Context: an optimization exercise on an open-source flow, tuned for a short achievable clock period and few clock cycles. The choices shown serve that exercise and are no tape-out recipe.
Only simulation tests tie the RTL to the original design; equivalence was not proved.
Power is estimated from default activity; no workload was simulated.

## dataCache
module dataCache
(
	input logic clock,
	input logic reset,
	input logic [32-1:0] address,
	input logic [32-1:0] writeData,
	input logic accessEnable,
	input logic byteAccess,
	input logic read,
	output logic [32-1:0] readData,
	output logic cacheWait,
	output logic [32-1:0] memAddress,
	output logic [32-1:0] memWriteData,
	output logic memEnable,
	output logic memRead,
	input logic [32-1:0] memReadData,
	input logic memWait
);
	localparam int TW = (32 - ((($clog2((32 / 8))) + $clog2(4)) + $clog2(4)));
	logic [TW-1:0] tagQ [4][4];       
	logic [3:0] validQ [4];
	logic [3:0] dirtyQ [4];
	logic [1:0] lastFillQ [4];
	logic [31:0] dataQ [4][4][4];     
	logic [31:0] aQ;
	logic [3:0] aSetOH;               
	logic [31:0] wdQ;                 
	logic [3:0] maskQ;
	logic byteQ;
	logic readQ;
	logic pendQ;
	logic [3:0] pendWayQ;             
	logic busyQ;
	logic wbQ;                        
	logic firstQ;                     
	logic [1:0] wcQ;                  
	logic [1:0] missWayQ;
	logic [3:0] missOHQ;              
	logic [1:0] aSet;
	logic [1:0] aWord;
	logic [TW-1:0] aTag;
	assign aSet = aQ[5:4];
	assign aWord = aQ[3:2];
	assign aTag = aQ[31:6];
	logic [1:0] victimOf [4];
	logic [3:0] wbNeed;
	logic [TW-1:0] vicTag [4];
	always_comb
	begin
		for (int s = 0; s < 4; s++)
		begin
  ...
export LEC_CHECK = 0
export ABC_CLOCK_PERIOD_IN_PS = 2000
export CAP_MARGIN = 20
export CORE_MARGIN = 2
export CORE_UTILIZATION = 55
export SLEW_MARGIN = 20
create_clock -name core_clock -period 10.5 [get_ports {clock}]
standard.sh (not shown) runs the stock make flow with config.mk's settings and CLKGATE_MAP_FILE= SYNTH_SCRIPT=/design/flow/synth_recipe.tcl, a recipe that flattens the netlist after the stock synthesis.
==> flow/flow/run.sh <==
#!/bin/bash
# The standard layout (standard.sh, all steps unchanged), run with two
# repair settings changed: the timing repair may resize a cell to any
# footprint (the platform's MATCH_CELL_FOOTPRINT is 1), and it aims for
# SETUP_SLACK_MARGIN ns of setup slack at the design's clock period.
# make's full output goes to flow_make.log here; ORFS keeps each step's log
# under orfs/logs/.
set -euo pipefail
cd "$(dirname "${BASH_SOURCE[0]}")/.."
MARGIN=$(cat flow/margin.txt)
sed -E -e 's/ SETUP_SLACK_MARGIN=[^ ]+//g' \
	-e "s/CLKGATE_MAP_FILE= /CLKGATE_MAP_FILE= SETUP_SLACK_MARGIN=${MARGIN} MATCH_CELL_FOOTPRINT=0 /" \
	standard.sh > standard_tuned.sh
grep -q "MATCH_CELL_FOOTPRINT=0" standard_tuned.sh
bash standard_tuned.sh > flow_make.log 2>&1
==> flow/flow/margin.txt <==
6.8
Testbench counts at the start, summed over its fixed seeds: cycles 55,934.
==> next run, changes <==
--- a/flow/design.v
+++ b/flow/design.v
@@ -19,33 +19,37 @@
 	localparam int TW = (32 - ((($clog2((32 / 8))) + $clog2(4)) + $clog2(4)));
 	logic [TW-1:0] tagQ [4][4];       
 	logic [3:0] validQ [4];
 	logic [3:0] dirtyQ [4];
 	logic [1:0] lastFillQ [4];
 	logic [31:0] dataQ [4][4][4];     
 	logic [31:0] aQ;
 	logic [3:0] aSetOH;               
 	logic [31:0] wdQ;                 
 	logic [3:0] maskQ;
 	logic byteQ;
 	logic readQ;
-	logic pendQ;
+	logic wrReqQ;                     
+	logic pendQ;                      
 	logic [3:0] pendWayQ;             
 	logic busyQ;
 	logic wbQ;                        
+	logic busyPrevQ;
 	logic firstQ;                     
 	logic [1:0] wcQ;                  
 	logic [1:0] missWayQ;
 	logic [3:0] missOHQ;              
 	logic [1:0] aSet;
+	assign pendQ = wrReqQ && |pendWayQ;
+	assign firstQ = busyQ && !busyPrevQ;
 	logic [1:0] aWord;
 	logic [TW-1:0] aTag;
 	assign aSet = aQ[5:4];
 	assign aWord = aQ[3:2];
 	assign aTag = aQ[31:6];
 	logic [1:0] victimOf [4];
 	logic [3:0] wbNeed;
 	logic [TW-1:0] vicTag [4];
 	always_comb
 	begin
 		for (int s = 0; s < 4; s++)
 		begin
@@ -112,71 +116,75 @@
 	always_ff @(posedge clock)
 		readData <= wayHit[0] | wayHit[1] | wayHit[2] | wayHit[3] | capData;
 	logic xfer;
 	logic lastXfer;
 	assign xfer = !memWait;
 	assign lastXfer = xfer && wcQ == 2'd3;
 	assign memEnable = busyQ;
 	always_ff @(posedge clock or negedge reset)
 	begin
 		if (!reset)
 		begin
 			busyQ <= 1'b0;
-			firstQ <= 1'b0;
-			pendQ <= 1'b0;
+			wrReqQ <= 1'b0;
 			wbQ <= 1'b0;
 			wcQ <= 2'd0;
 		end
 		else if (!busyQ)
 		begin
 			busyQ <= accessEnable && !hit;
-			firstQ <= accessEnable && !hit;
-			pendQ <= accessEnable && !read && hit;
+			wrReqQ <= accessEnable && !read;
 			wbQ <= wbNeed[iSet];
 			wcQ <= 2'd0;
 		end
 		else
 		begin
-			firstQ <= 1'b0;
 			if (xfer)
 			begin
 				wcQ <= wcQ + 2'd1;
 				if (wcQ == 2'd3)
 				begin
 					if (wbQ)
 						wbQ <= 1'b0;
 					else
 						busyQ <= 1'b0;
 				end
 			end
 		end
 	end
+	always_ff @(posedge clock or negedge reset)
+	begin
+		if (!reset)
+			busyPrevQ <= 1'b0;
+		else
+			busyPrevQ <= busyQ;
+	end
 	always_ff @(posedge clock)
 	begin
 		if (!busyQ)
 			cacheWait <= !hit || conflict;
 		else
 			cacheWait <= !(lastXfer && !wbQ);
 	end
 	always_ff @(posedge clock)
 	begin
+		aQ <= address;
+		aSetOH <= 4'b0001 << iSet;
+		wdQ <= byteAccess ? {4{writeData[7:0]}} : writeData;
+		maskQ <= byteAccess ? 4'b0001 << iLane : 4'b1111;
+		byteQ <= byteAccess;
+		readQ <= read;
+		pendWayQ <= hitv;
 		if (!busyQ)
 		begin
-			aQ <= address;
-			aSetOH <= 4'b0001 << iSet;
-			wdQ <= byteAccess ? {4{writeData[7:0]}} : writeData;
-			maskQ <= byteAccess ? 4'b0001 << iLane : 4'b1111;
-			byteQ <= byteAccess;
-			readQ <= read;
-			pendWayQ <= hitv;
 			missWayQ <= victimOf[iSet];
 			missOHQ <= 4'b0001 << victimOf[iSet];
 			memRead <= !wbNeed[iSet];
 			memAddress <= {wbNeed[iSet] ? vicTag[iSet] : iTag, iSet, 4'b0000};
 		end
 		else
 		begin
 			if (xfer)
 			begin
 				memAddress[3:2] <= wcQ + 2'd1;
 				if (wbQ && wcQ == 2'd3)
 				begin
Outcome: The new run finished with timing, DRC and antenna clean. Area after synthesis goes down by a few percent. Maximum frequency goes down by a few percent. Sequential share of layout area goes up by 0.63 points. Final area goes down slightly. Setup slack got worse by 0.15 ns. Global-route usage goes up by 0.46 points. Non-clock buffer count goes up by 41. Via count goes down slightly. Power goes down by a few percent. Die area goes down by a few percent.
Testbench counts after the change, summed over its fixed seeds: cycles 55,934.

separate check: timing with driven ports:
Ports are ideal in the flow. The routed layouts listed here were re-timed in OpenROAD. Step 1 sets driving cells, clkbuf_16 on the clock port and buf_2 on the other inputs (assumed; they add their load-dependent delay and slew). Step 2 also shifts input and output timing later by t, the mid clock arrival at the registers, as if the neighbouring blocks saw the same clock. Slacks: ideal / step 1 / step 2; pairs: ideal / step 1.
| run | t, ns | setup WS [ns] | slew at the worst register clock pin (ns) |
|---|---|---|---|
| the first run | 1.024 | 6.673 / 6.432 / 5.408 | 0.07 / 0.07 |
| the second run | 1.039 | 6.524 / 6.249 / 5.210 | 0.07 / 0.07 |
After both steps every run listed still meets setup and hold. The setup slack of the second run, which loses most, moves by -0.275 ns with the drivers and by -1.314 ns with both steps.
